Background: an optimization exercise with open tools, aiming at small area, a short achievable clock period and few clock cycles. Do not read the settings as production practice.
Only simulation tests tie the RTL to the original design; equivalence was not proved.

Setup of run B:
## md5_message_digest
module md5_message_digest (
   input  logic                            clock,
   input  logic                            reset,
   input  logic                            req_valid,
   output logic                            req_ready,
   input  logic [md5_pkg::WORD_W-1:0]      req_word,
   input  logic [md5_pkg::COUNT_W-1:0]     req_bytes,
   input  logic                            req_last,
   output logic                            rsp_valid,
   input  logic                            rsp_ready,
   output logic [md5_pkg::WORD_W-1:0]      rsp_word,
   output logic [md5_pkg::DIDX_W-1:0]      rsp_index,
   output logic                            rsp_done
);
Settings: LEC_CHECK=0, ABC_AREA=1, CAP_MARGIN=20, CORE_MARGIN=2, CORE_UTILIZATION=55, SETUP_SLACK_MARGIN=5, SLEW_MARGIN=20, TNS_END_PERCENT=0; clock period 11.0 ns.
standard.sh (not shown) runs the stock make flow with config.mk's settings and CLKGATE_MAP_FILE= SYNTH_SCRIPT=/design/flow/synth_recipe.tcl, a recipe that flattens the netlist after the stock synthesis.
==> flow/flow/run.sh <==
#!/bin/bash
# Standard layout with a stronger setup repair target and buf_4 port buffers;
# make's full output goes to orfs_make.log.
set -euo pipefail
bash standard.sh SETUP_SLACK_MARGIN=7 "BUFFER_PORTS_ARGS=-buffer_cell sky130_fd_sc_hd__buf_4" finish > orfs_make.log 2>&1
Testbench counts of run B, summed over its fixed seeds: cycles 45,028.
What run E does differently from run B at the input level:
diff --git a/flow/design.v b/flow/design.v
--- a/flow/design.v
+++ b/flow/design.v
@@ -389,71 +389,62 @@
          eidx_ff   <= eidx_n;
          esel_ff   <= esel_n;
          ready_ff  <= ready_n;
          round_ff  <= round_n;
          setup_ff  <= setup_n;
       end
       base_ff <= base_n;
       aligned_ff <= wr_en || (4'(base_ff + widx_ff[3:0]) == 4'd1);
    end
    logic [5:0]  pidx_n, pidx_ff;
+   logic [3:0]  rpos;
    logic [31:0] mword_ff;      
-   logic [31:0] ring_rd;
-   always_comb begin
-      ring_rd = '0;
-      for (int k = 0; k < 16; k++) ring_rd = ring_rd | ({32{rsel_ff[k]}} & ring[k]);
-   end
    logic        ysf_ff, ysn_ff;    
    logic [3:0]  rlo_ff;            
    logic [5:0]  rhi_ff;            
    logic [4:0]  ramt_n;
    assign ramt_n = md5_pkg::md5_rot_amount(step_n);
    function automatic logic [3:0] msg_idx(input logic [5:0] r);
       case (r[5:4])
          2'd0:    msg_idx = r[3:0];
          2'd1:    msg_idx = 4'(r[3:0] * 4'd5 + 4'd1);
          2'd2:    msg_idx = 4'(r[3:0] * 4'd3 + 4'd5);
          default: msg_idx = 4'(r[3:0] * 4'd7);
       endcase
    endfunction
    assign stp1_n = setup_ff ? 6'd1 : round_ff ? stp2_ff : stp1_ff;
    assign pidx_n = run_n ? stp1_n : 6'd0;
-   logic [3:0]  posa_ff, posb_ff, posc_ff, posa_n, posb_n, posc_n, rpos_n;
-   logic [15:0] rsel_ff;
+   logic [3:0] posa_ff, posb_ff, posc_ff;
    always_comb begin
+      if (round_ff)      rpos = posb_ff;
+      else if (setup_ff) rpos = posc_ff;
+      else if (run_ff)   rpos = posa_ff;
+      else               rpos = base_ff;
+   end
+   always_ff @(posedge clock) begin
+      pidx_ff <= pidx_n;
       if (round_ff) begin
-         posa_n = posb_ff - 4'd1;
-         posb_n = base_ff - 4'd1 + msg_idx(6'(stp2_ff + 6'd1));
+         posa_ff <= posb_ff - 4'd1;
+         posb_ff <= base_ff - 4'd1 + msg_idx(6'(stp2_ff + 6'd1));
       end else if (setup_ff) begin
-         posa_n = base_ff;               
-         posb_n = base_ff + 4'd1;        
+         posa_ff <= base_ff;             
+         posb_ff <= base_ff + 4'd1;      
       end else begin
-         posa_n = posa_ff - 4'd1;
-         posb_n = posb_ff - 4'd1;
+         posa_ff <= posa_ff - 4'd1;
+         posb_ff <= posb_ff - 4'd1;
       end
-      posc_n = base_n + 4'd1;
-      if (round_n)      rpos_n = posb_n;
-      else if (setup_n) rpos_n = posc_n;
-      else if (run_n)   rpos_n = posa_n;
-      else              rpos_n = base_n;
-   end
-   always_ff @(posedge clock) begin
-      pidx_ff <= pidx_n;
-      posa_ff <= posa_n;
-      posb_ff <= posb_n;
-      posc_ff <= posc_n;
-      rsel_ff <= 16'd1 << rpos_n;
+      posc_ff <= base_n + 4'd1;
       rlo_ff  <= 4'd1 << ramt_n[1:0];
       rhi_ff  <= (round_n && !reset) ? 6'd1 << ramt_n[4:2] : 6'd0;
       ysf_ff  <= setup_n && wfirst_n && !reset;
       ysn_ff  <= setup_n && !wfirst_n && !reset;
-      mword_ff <= (wr_en && pidx_n[5:4] == 2'd0 && wi == pidx_n[3:0]) ? wr_word : ring_rd;
+      mword_ff <= (wr_en && pidx_n[5:4] == 2'd0 && wi == pidx_n[3:0]) ? wr_word : ring[rpos];
    end
    function automatic logic [31:0] ks_add(input logic [31:0] x, input logic [31:0] z);
       logic [31:0] g, t, gn, tn;
       g = x & z;
       t = x | z;
       gn = g;
       tn = t;
       gn[1] = g[1] | ((t[1] & x[0]) & z[0]);
       tn[1] = t[1] & t[0];
       for (int i = 2; i < 32; i++) begin
@@ -474,23 +465,26 @@
       end
       ks_add = x ^ (z ^ {g[30:0], 1'b0});
    endfunction
    logic [31:0] rot1, mword, kword, pbase, fval, xsum, rot, csel, yval, bkeep, bsum;
    logic [31:0] chain_sum, c_n, d_n, f1_n, f0_n;
    assign mword = mword_ff;
    assign kword = md5_pkg::md5_round_add(pidx_ff);
    assign pbase = d_ff;
    assign fval = (b_ff & f1_ff) | (~b_ff & f0_ff);
    assign xsum = ks_add(p_ff, fval);
-   logic [31:0] kmsum, psum;
-   assign kmsum = ks_add(kword, mword);
-   assign psum  = ks_add(pbase, kmsum);
+   logic [31:0] pcs_s, pcs_c, psum;
+   assign pcs_s = pbase ^ kword ^ mword;
+   assign pcs_c = (pbase & kword) | (pbase & mword) | (kword & mword);
+   logic [31:0] psum_hi;
+   assign psum_hi = ks_add({1'b0, pcs_s[31:1]}, {1'b0, pcs_c[30:0]});
+   assign psum    = {psum_hi[30:0], pcs_s[0]};
    always_comb begin
       rot1 = '0;
       for (int k = 0; k < 4; k++)
          rot1 = rot1 | ({32{rlo_ff[k]}} & md5_pkg::md5_rotl(xsum, 5'(k)));
       rot = '0;
       for (int k = 1; k < 6; k++)
          rot = rot | ({32{rhi_ff[k]}} & md5_pkg::md5_rotl(rot1, 5'(4 * k)));
    end
    logic       csq_ff;
    logic [3:0] csi_ff;
--- outcome ---
Having completed the whole flow, run E delivered a layout that passed the timing, design-rule and antenna checks.
Run B → run E: multi-input logic area went down 1400 sq um, later-pin clock latency in the skew report went down 0.03 ns, count of clock-buffer cells in the layout went down about 1.4%.
Number of inserted filler cells in the final layout is lower on run E
Cmp run B and run E / worst hold margin / lower: run B
Between run E and run B, it is run E whose post-synthesis to final-layout area growth is lower, by 0.79 points.
Fmax (run B / run E): 1.08
Compound-cell area share of the yosys netlist, run B and run E: larger value in run E
Between run B and run E, the total met2 wirelength after detailed routing is higher for run B.
In the metrics for run B and run E, the one carrying the higher via density per instance is run E.
Re met1 routing resource usage after global routing: run E is 4.0 points up on run B.
Run B -> run E: critical path depth delta 0, exact match
Testbench counts of run E, summed over its fixed seeds: cycles 45,028.

static timing again, ports no longer ideal:
The results above use ideal ports. As a check the final layouts listed here were re-extracted and re-timed, cells and wires unchanged.
Step 1 sets driving cells, clkbuf_16 on the clock port and buf_2 on the other inputs (assumed; they add their load-dependent delay and slew).
Step 2 times the ports against the registers' clock, not the clock port: input delays grow and output delays shrink by t, the midpoint of the rising clock arrivals with the driver on.
Slacks: no drivers / after step 1 / after step 2; pairs: no drivers / after step 1.
| run | t, ns | setup WS [ns] | worst hold slack (ns) | worst setup path after step 2 | slew at the worst register clock pin (ns) |
|---|---|---|---|---|---|
| run B | 0.788 | 6.953 / 6.953 / 6.380 | 0.294 / 0.294 / 0.294 | input to register | 0.07 / 0.07 |
| run E | 0.768 | 6.624 / 6.624 / 6.312 | 0.309 / 0.309 / 0.309 | input to register | 0.07 / 0.07 |
After both steps setup and hold are still met in every run listed. The setup slack of run B, which loses most, moves by 0.000 ns with the drivers and by -0.573 ns with both steps.
